From an optimization exercise on the open Yosys and OpenROAD flow, aimed at small area; shortcuts taken in it are not production practice.
In this exercise RTL edits were held to simulation tests only and were not proved equivalent to the original.

==> job 4028 <==
==> flow/design.v <==
`default_nettype none
package mshr_pkg;
  localparam int NUM_MSHRS      = 4;
  localparam int NUM_SDQ        = 4;
  localparam int RPQ_DEPTH      = 2;
  localparam int ADDR_W         = 32;
  localparam int DATA_W         = 64;
  localparam int BLOCK_OFF_BITS = 6;
  localparam int IDX_BITS       = 6;
  localparam int REQ_ID_W       = 4;
  localparam int BLOCK_W        = ADDR_W - BLOCK_OFF_BITS;   
  localparam int MSHR_ID_W      = 2;
  localparam int SDQ_ID_W       = 2;
  localparam logic [ADDR_W-1:0] CACHE_BASE_0 = 32'h1000_0000;
  localparam logic [ADDR_W-1:0] CACHE_MASK_0 = 32'hff00_0000;   
  localparam logic [ADDR_W-1:0] CACHE_BASE_1 = 32'h8000_0000;
  localparam logic [ADDR_W-1:0] CACHE_MASK_1 = 32'hf000_0000;   
  localparam int REPLAY_REQ_W   = ADDR_W + 1 + REQ_ID_W + SDQ_ID_W;
  localparam int ACQUIRE_W      = BLOCK_W + MSHR_ID_W;
endpackage
`default_nettype wire
`timescale 1ns/1ps
`default_nettype none
module mshr_file (
  input  wire logic                              clock,
  input  wire logic                              reset,
  input  wire logic                              req_valid,
  input  wire logic [mshr_pkg::ADDR_W-1:0]       req_addr,
  input  wire logic                              req_is_write,
  input  wire logic [mshr_pkg::DATA_W-1:0]       req_data,
  input  wire logic [mshr_pkg::REQ_ID_W-1:0]     req_req_id,
  output logic                                   req_ready,
  output logic                                   block_hit,
  output logic                                   set_conflict,
  output logic                                   acquire_valid,
  output logic [mshr_pkg::BLOCK_W-1:0]           acquire_block_addr,
  output logic [mshr_pkg::MSHR_ID_W-1:0]         acquire_mshr_id,
  input  wire logic                              acquire_ready,
  input  wire logic                              grant_valid,
  input  wire logic [mshr_pkg::MSHR_ID_W-1:0]    grant_id,
  output logic                                   replay_valid,
  output logic [mshr_pkg::ADDR_W-1:0]            replay_addr,
  output logic                                   replay_is_write,
  output logic [mshr_pkg::REQ_ID_W-1:0]          replay_req_id,
  output logic [mshr_pkg::SDQ_ID_W-1:0]          replay_sdq_id,
  output logic [mshr_pkg::DATA_W-1:0]            replay_data,
  input  wire logic                              replay_ready
);
  localparam int N  = 4;
  localparam int CB = 23;    
  localparam int QW = 13;    
  localparam logic [1:0] S_IDLE       = 2'd0;
  localparam logic [1:0] S_ACQUIRE    = 2'd1;
  localparam logic [1:0] S_WAIT_GRANT = 2'd2;
  localparam logic [1:0] S_REPLAY     = 2'd3;
  logic [1:0]    state [N];
  logic [N-1:0]  two;           
  logic [N-1:0]  head;          
  logic [CB-1:0] blk   [N];
  logic [QW-1:0] q0    [N];
  logic [QW-1:0] q1    [N];
  logic [3:0]    sdq_valid;
  logic [63:0]   sdq_data [4];
  logic          acq_held;
  logic [1:0]    acq_held_sel;
  logic          rep_held;
  logic [1:0]    rep_held_sel;
  logic [CB-1:0] req_cblk;
  logic          cacheable;
  logic [N-1:0]  busy, idx_match, blk_match, sec_open;
  logic [N-1:0]  lowest_free;
  logic          pri_ok, sec_ok, sdq_has_free, req_fire;
  logic [1:0]    sdq_alloc_id;
  assign req_cblk  = {req_addr[31], req_addr[27:6]};
  assign cacheable = (req_addr[31:24] == 8'h10) || (req_addr[31:28] == 4'h8);
  always_comb begin
    for (int i = 0; i < N; i++) begin
      busy[i]      = (state[i] != S_IDLE);
      idx_match[i] = busy[i] && (blk[i][5:0] == req_cblk[5:0]);
      blk_match[i] = busy[i] && (blk[i] == req_cblk);
      sec_open[i]  = blk_match[i] && (state[i][0] ^ state[i][1]) && !two[i];   
    end
  end
  assign lowest_free = ~busy & (busy + 1'b1);
  always_comb begin
    sdq_alloc_id = 2'd0;
    for (int i = 3; i >= 0; i--) begin
      if (!sdq_valid[i]) sdq_alloc_id = i[1:0];
    end
  end
  assign sdq_has_free = !(&sdq_valid);
  assign pri_ok       = !(|idx_match) && !(&busy);
  assign sec_ok       = |sec_open;
  assign block_hit    = cacheable && (|blk_match);
  assign set_conflict = cacheable && (|(idx_match & ~blk_match));
  assign req_ready    = cacheable && (!req_is_write || sdq_has_free) && (pri_ok || sec_ok);
  assign req_fire     = req_valid && req_ready;
  logic [N-1:0] pri_alloc, sec_alloc;
  assign pri_alloc = lowest_free & {N{req_fire && pri_ok}};
  assign sec_alloc = sec_open & {N{req_fire}};
  logic [QW-1:0] req_q;
  assign req_q = {req_addr[5:0], req_is_write, req_req_id, sdq_alloc_id};
  logic [N-1:0] acq_v, rep_v;
  always_comb begin
    for (int i = 0; i < N; i++) begin
      acq_v[i] = (state[i] == S_ACQUIRE);
      rep_v[i] = (state[i] == S_REPLAY);
    end
  end
  function automatic logic [1:0] prio(input logic [3:0] v);
    prio = v[0] ? 2'd0 : v[1] ? 2'd1 : v[2] ? 2'd2 : 2'd3;
  endfunction
  logic [1:0] acq_sel, rep_sel;
  assign acq_sel = acq_held ? acq_held_sel : prio(acq_v);
  assign rep_sel = rep_held ? rep_held_sel : prio(rep_v);
  assign acquire_valid = |acq_v;
  assign replay_valid  = |rep_v;
  logic [N-1:0] acq_fire, rep_fire;
  always_comb begin
    for (int i = 0; i < N; i++) begin
      acq_fire[i] = acquire_ready && acq_v[i] && (acq_sel == i[1:0]);
      rep_fire[i] = replay_ready && rep_v[i] && (rep_sel == i[1:0]);
    end
  end
  always_ff @(posedge clock or posedge reset) begin
    if (reset) begin
      acq_held <= 1'b0;
      rep_held <= 1'b0;
    end else begin
      acq_held <= acquire_valid && !acquire_ready;
      rep_held <= replay_valid && !replay_ready;
    end
  end
  always_ff @(posedge clock) begin
    acq_held_sel <= acq_sel;
    rep_held_sel <= rep_sel;
  end
  for (genvar i = 0; i < N; i++) begin : g_entry
    always_ff @(posedge clock or posedge reset) begin
      if (reset) begin
        state[i] <= S_IDLE;
      end else begin
        case (state[i])
          S_IDLE:       if (pri_alloc[i]) state[i] <= S_ACQUIRE;
          S_ACQUIRE:    if (acq_fire[i]) state[i] <= S_WAIT_GRANT;
          S_WAIT_GRANT: if (grant_valid && grant_id == i) state[i] <= S_REPLAY;
          default:      if (rep_fire[i] && (head[i] || !two[i])) state[i] <= S_IDLE;
        endcase
      end
    end
    always_ff @(posedge clock) begin
      if (!busy[i]) begin
        blk[i]  <= req_cblk;
        q0[i]   <= req_q;
        two[i]  <= 1'b0;
        head[i] <= 1'b0;
      end else begin
        if (sec_alloc[i]) two[i] <= 1'b1;
        if (rep_fire[i]) head[i] <= 1'b1;
      end
      if (!two[i] || !busy[i]) q1[i] <= req_q;
    end
  end
  logic sdq_enq;
  assign sdq_enq = req_fire && req_is_write;
  always_ff @(posedge clock or posedge reset) begin
    if (reset) begin
      sdq_valid <= '0;
    end else begin
      if (replay_valid && replay_ready && replay_is_write) sdq_valid[replay_sdq_id] <= 1'b0;
      if (sdq_enq) sdq_valid[sdq_alloc_id] <= 1'b1;
    end
  end
  for (genvar j = 0; j < 4; j++) begin : g_sdq
    always_ff @(posedge clock) begin
      if (!sdq_valid[j]) sdq_data[j] <= req_data;
    end
  end
  logic [CB-1:0] acq_blk, rep_blk;
  logic [QW-1:0] rep_q;
  assign acq_blk = blk[acq_sel];
  assign rep_blk = blk[rep_sel];
  assign rep_q   = head[rep_sel] ? q1[rep_sel] : q0[rep_sel];
  assign acquire_block_addr = {acq_blk[22], 2'b00, !acq_blk[22], acq_blk[21:0]};
  assign acquire_mshr_id    = acq_sel;
  assign replay_addr     = {rep_blk[22], 2'b00, !rep_blk[22], rep_blk[21:0], rep_q[12:7]};
  assign replay_is_write = rep_q[6];
  assign replay_req_id   = rep_q[5:2];
  assign replay_sdq_id   = rep_q[1:0];
  assign replay_data     = replay_is_write ? sdq_data[replay_sdq_id] : 64'd0;
endmodule
`default_nettype wire
==> flow/run.sh <==
#!/bin/bash
# synth_recipe.tcl (not shown) runs the flow's synth.tcl, then flattens the netlist and writes it again
# the make line also repeats each setting of config.mk as NAME=value (left out here)
make -C /OpenROAD-flow-scripts/flow DESIGN_CONFIG=/design/flow/config.mk WORK_HOME=/design/flow/orfs CLKGATE_MAP_FILE= SYNTH_SCRIPT=/design/flow/synth_recipe.tcl finish
==> flow/config.mk <==
export PLATFORM = sky130hd
export DESIGN_NAME = mshr_file
export DESIGN_NICKNAME = mshr_file
export VERILOG_FILES = /design/flow/design.v
export SDC_FILE = /design/flow/constraint.sdc
export NUM_CORES = 4
export LEC_CHECK = 0
export CAP_MARGIN = 20
export CORE_MARGIN = 2
export CORE_UTILIZATION = 40
export PLACE_DENSITY = 0.6
export SETUP_SLACK_MARGIN = 0.15
export SLEW_MARGIN = 20
==> flow/constraint.sdc <==
create_clock -name core_clock -period 5.5 [get_ports {clock}]
set_input_delay 1.1000 -clock core_clock [delete_from_list [all_inputs] [get_ports {clock}]]
set_output_delay 1.1000 -clock core_clock [all_outputs]
set_load 0.01 [all_outputs]
==> inputs of job 2929, as changes to job 4028 <==
==> flow/flow/run.sh (new file) <==
#!/bin/bash
# Standard ORFS layout, with smaller port buffers and a clock tree without dummy loads.
set -euo pipefail
export BUFFER_PORTS_ARGS="-buffer_cell sky130_fd_sc_hd__buf_1"
export CTS_ARGS="-sink_clustering_enable -repair_clock_nets -dont_use_dummy_load"
bash standard.sh > flow_standard.log 2>&1
==> flow/standard.sh (new file) <==
#!/bin/bash
# synth_recipe.tcl (not shown) runs the flow's synth.tcl, then flattens the netlist and writes it again
# the make line also repeats each setting of config.mk as NAME=value (left out here)
make -C /OpenROAD-flow-scripts/flow DESIGN_CONFIG=/design/flow/config.mk WORK_HOME=/design/flow/orfs CLKGATE_MAP_FILE= SYNTH_SCRIPT=/design/flow/synth_recipe.tcl "${@:-finish}"
removed: flow/run.sh
==> inputs of job 3911, as changes to job 4028 <==
--- a/flow/design.v
+++ b/flow/design.v
@@ -178,15 +178,28 @@
   end
   logic [CB-1:0] acq_blk, rep_blk;
   logic [QW-1:0] rep_q;
-  assign acq_blk = blk[acq_sel];
-  assign rep_blk = blk[rep_sel];
-  assign rep_q   = head[rep_sel] ? q1[rep_sel] : q0[rep_sel];
+  always_comb begin
+    acq_blk = '0;
+    rep_blk = '0;
+    rep_q   = '0;
+    for (int i = 0; i < N; i++) begin
+      acq_blk = acq_blk | (blk[i] & {CB{acq_sel == i[1:0]}});
+      rep_blk = rep_blk | (blk[i] & {CB{rep_sel == i[1:0]}});
+      rep_q   = rep_q | (q0[i] & {QW{rep_sel == i[1:0] && !head[i]}})
+                      | (q1[i] & {QW{rep_sel == i[1:0] && head[i]}});
+    end
+  end
   assign acquire_block_addr = {acq_blk[22], 2'b00, !acq_blk[22], acq_blk[21:0]};
   assign acquire_mshr_id    = acq_sel;
   assign replay_addr     = {rep_blk[22], 2'b00, !rep_blk[22], rep_blk[21:0], rep_q[12:7]};
   assign replay_is_write = rep_q[6];
   assign replay_req_id   = rep_q[5:2];
   assign replay_sdq_id   = rep_q[1:0];
-  assign replay_data     = replay_is_write ? sdq_data[replay_sdq_id] : 64'd0;
+  always_comb begin
+    replay_data = '0;
+    for (int j = 0; j < 4; j++) begin
+      replay_data = replay_data | (sdq_data[j] & {64{replay_is_write && replay_sdq_id == j[1:0]}});
+    end
+  end
 endmodule
 `default_nettype wire
==> flow/flow/run.sh (new file) <==
#!/bin/bash
# The standard ORFS layout (standard.sh) with two changes:
# - port buffers use the smallest buffer, sky130_fd_sc_hd__buf_1
# - clock tree: clkbuf_8 buffers, larger sink clusters, no dummy loads
# Each tool's full output is in flow_standard.log and orfs/logs/.
set -euo pipefail
export BUFFER_PORTS_ARGS="-buffer_cell sky130_fd_sc_hd__buf_1"
export CTS_ARGS="-sink_clustering_enable -repair_clock_nets -dont_use_dummy_load -buf_list sky130_fd_sc_hd__clkbuf_8 -sink_clustering_size 16 -sink_clustering_max_diameter 50"
bash standard.sh > flow_standard.log 2>&1
==> flow/standard.sh (new file) <==
#!/bin/bash
# synth_recipe.tcl (not shown) runs the flow's synth.tcl, then flattens the netlist and writes it again
# the make line also repeats each setting of config.mk as NAME=value (left out here)
make -C /OpenROAD-flow-scripts/flow DESIGN_CONFIG=/design/flow/config.mk WORK_HOME=/design/flow/orfs CLKGATE_MAP_FILE= SYNTH_SCRIPT=/design/flow/synth_recipe.tcl "${@:-finish}"
removed: flow/run.sh
==> notes <==
Job 2929 finished with timing, DRC and antenna clean. Job 4028 completed with no timing, DRC or antenna violations. Job 3911 went through all stages and came out clean. Die area is the same in job 4028 and job 2929. Setup slack: job 2929 is higher than job 4028 (0.12 ns). The highest fmax belongs to job 3911, the lowest to job 4028. The lowest cell count belongs to job 2929, the highest to job 4028. Via count, lowest first: job 2929, job 4028, job 3911. First-iteration DRC count: job 2929 < job 4028 < job 3911. Critical path depth is the same in job 3911 and job 2929.
==> figures <==
Number of nets in the layout: job 3911 1609; job 4028 1577; job 2929 1549
Class of the tightest hold or removal check: job 3911 in -> async; job 4028 reg -> reg; job 2929 reg -> reg
Area post-placement: job 3911 21600 µm²; job 4028 24000 µm²; job 2929 22500 µm²
Final clock-cell share: job 3911 0.0326; job 4028 0.0615; job 2929 0.0548
Status: job 3911 timing/DRC/antenna clean; job 4028 timing/DRC/antenna clean; job 2929 timing/DRC/antenna clean
Total number of tap cells: job 3911 664; job 4028 680; job 2929 680
Share of Yosys cell area claimed by the top area cell type: job 3911 0.681; job 4028 0.656; job 2929 0.656
Share of layout cells above drive strength 1: job 3911 0.104; job 4028 0.203; job 2929 0.176
Overall die area: job 3911 51600 µm²; job 4028 53600 µm²; job 2929 53600 µm²
Synthesis-to-layout area growth: job 3911 12.2%; job 4028 25.5%; job 2929 14.8%
Starting density of the core: job 3911 0.406; job 4028 0.404; job 2929 0.404
Core outline area: job 3911 49100 µm²; job 4028 51200 µm²; job 2929 51200 µm²
Count of vias placed by the detailed router: job 3911 11700; job 4028 11500; job 2929 11200
Final non-filler cell area: job 3911 22400 µm²; job 4028 26000 µm²; job 2929 23800 µm²
Unique cell type count in the Yosys netlist: job 3911 71; job 4028 69; job 2929 69

==> static timing again, ports no longer ideal <==
The results above use ideal ports. As a check the final layouts listed here were re-extracted and re-timed, cells and wires unchanged. Step 1 assumes that a clkbuf_16 drives the clock port and a buf_2 every other input. Step 2 moves the port delays by t, midway between the first and last clock arrival at a register: inputs arrive t later, outputs are due t later. That takes back most of the time a late clock gives input paths. a / b / c = ideal ports / drivers / drivers and shift; a / b = the first two.
run | t (ns) | slack for setup (ns) | cell pins on the clock port's net
job 4028 | 0.645 | 0.266 / 0.208 / 0.243 | 1
job 2929 | 0.629 | 0.383 / 0.327 / 0.436 | 1
job 3911 | 0.674 | 0.393 / 0.344 / 0.871 | 1
After both steps every run listed still meets setup and hold. For job 4028, which loses most, drivers alone change the setup slack by -0.058 ns; drivers and shift together by -0.023 ns.
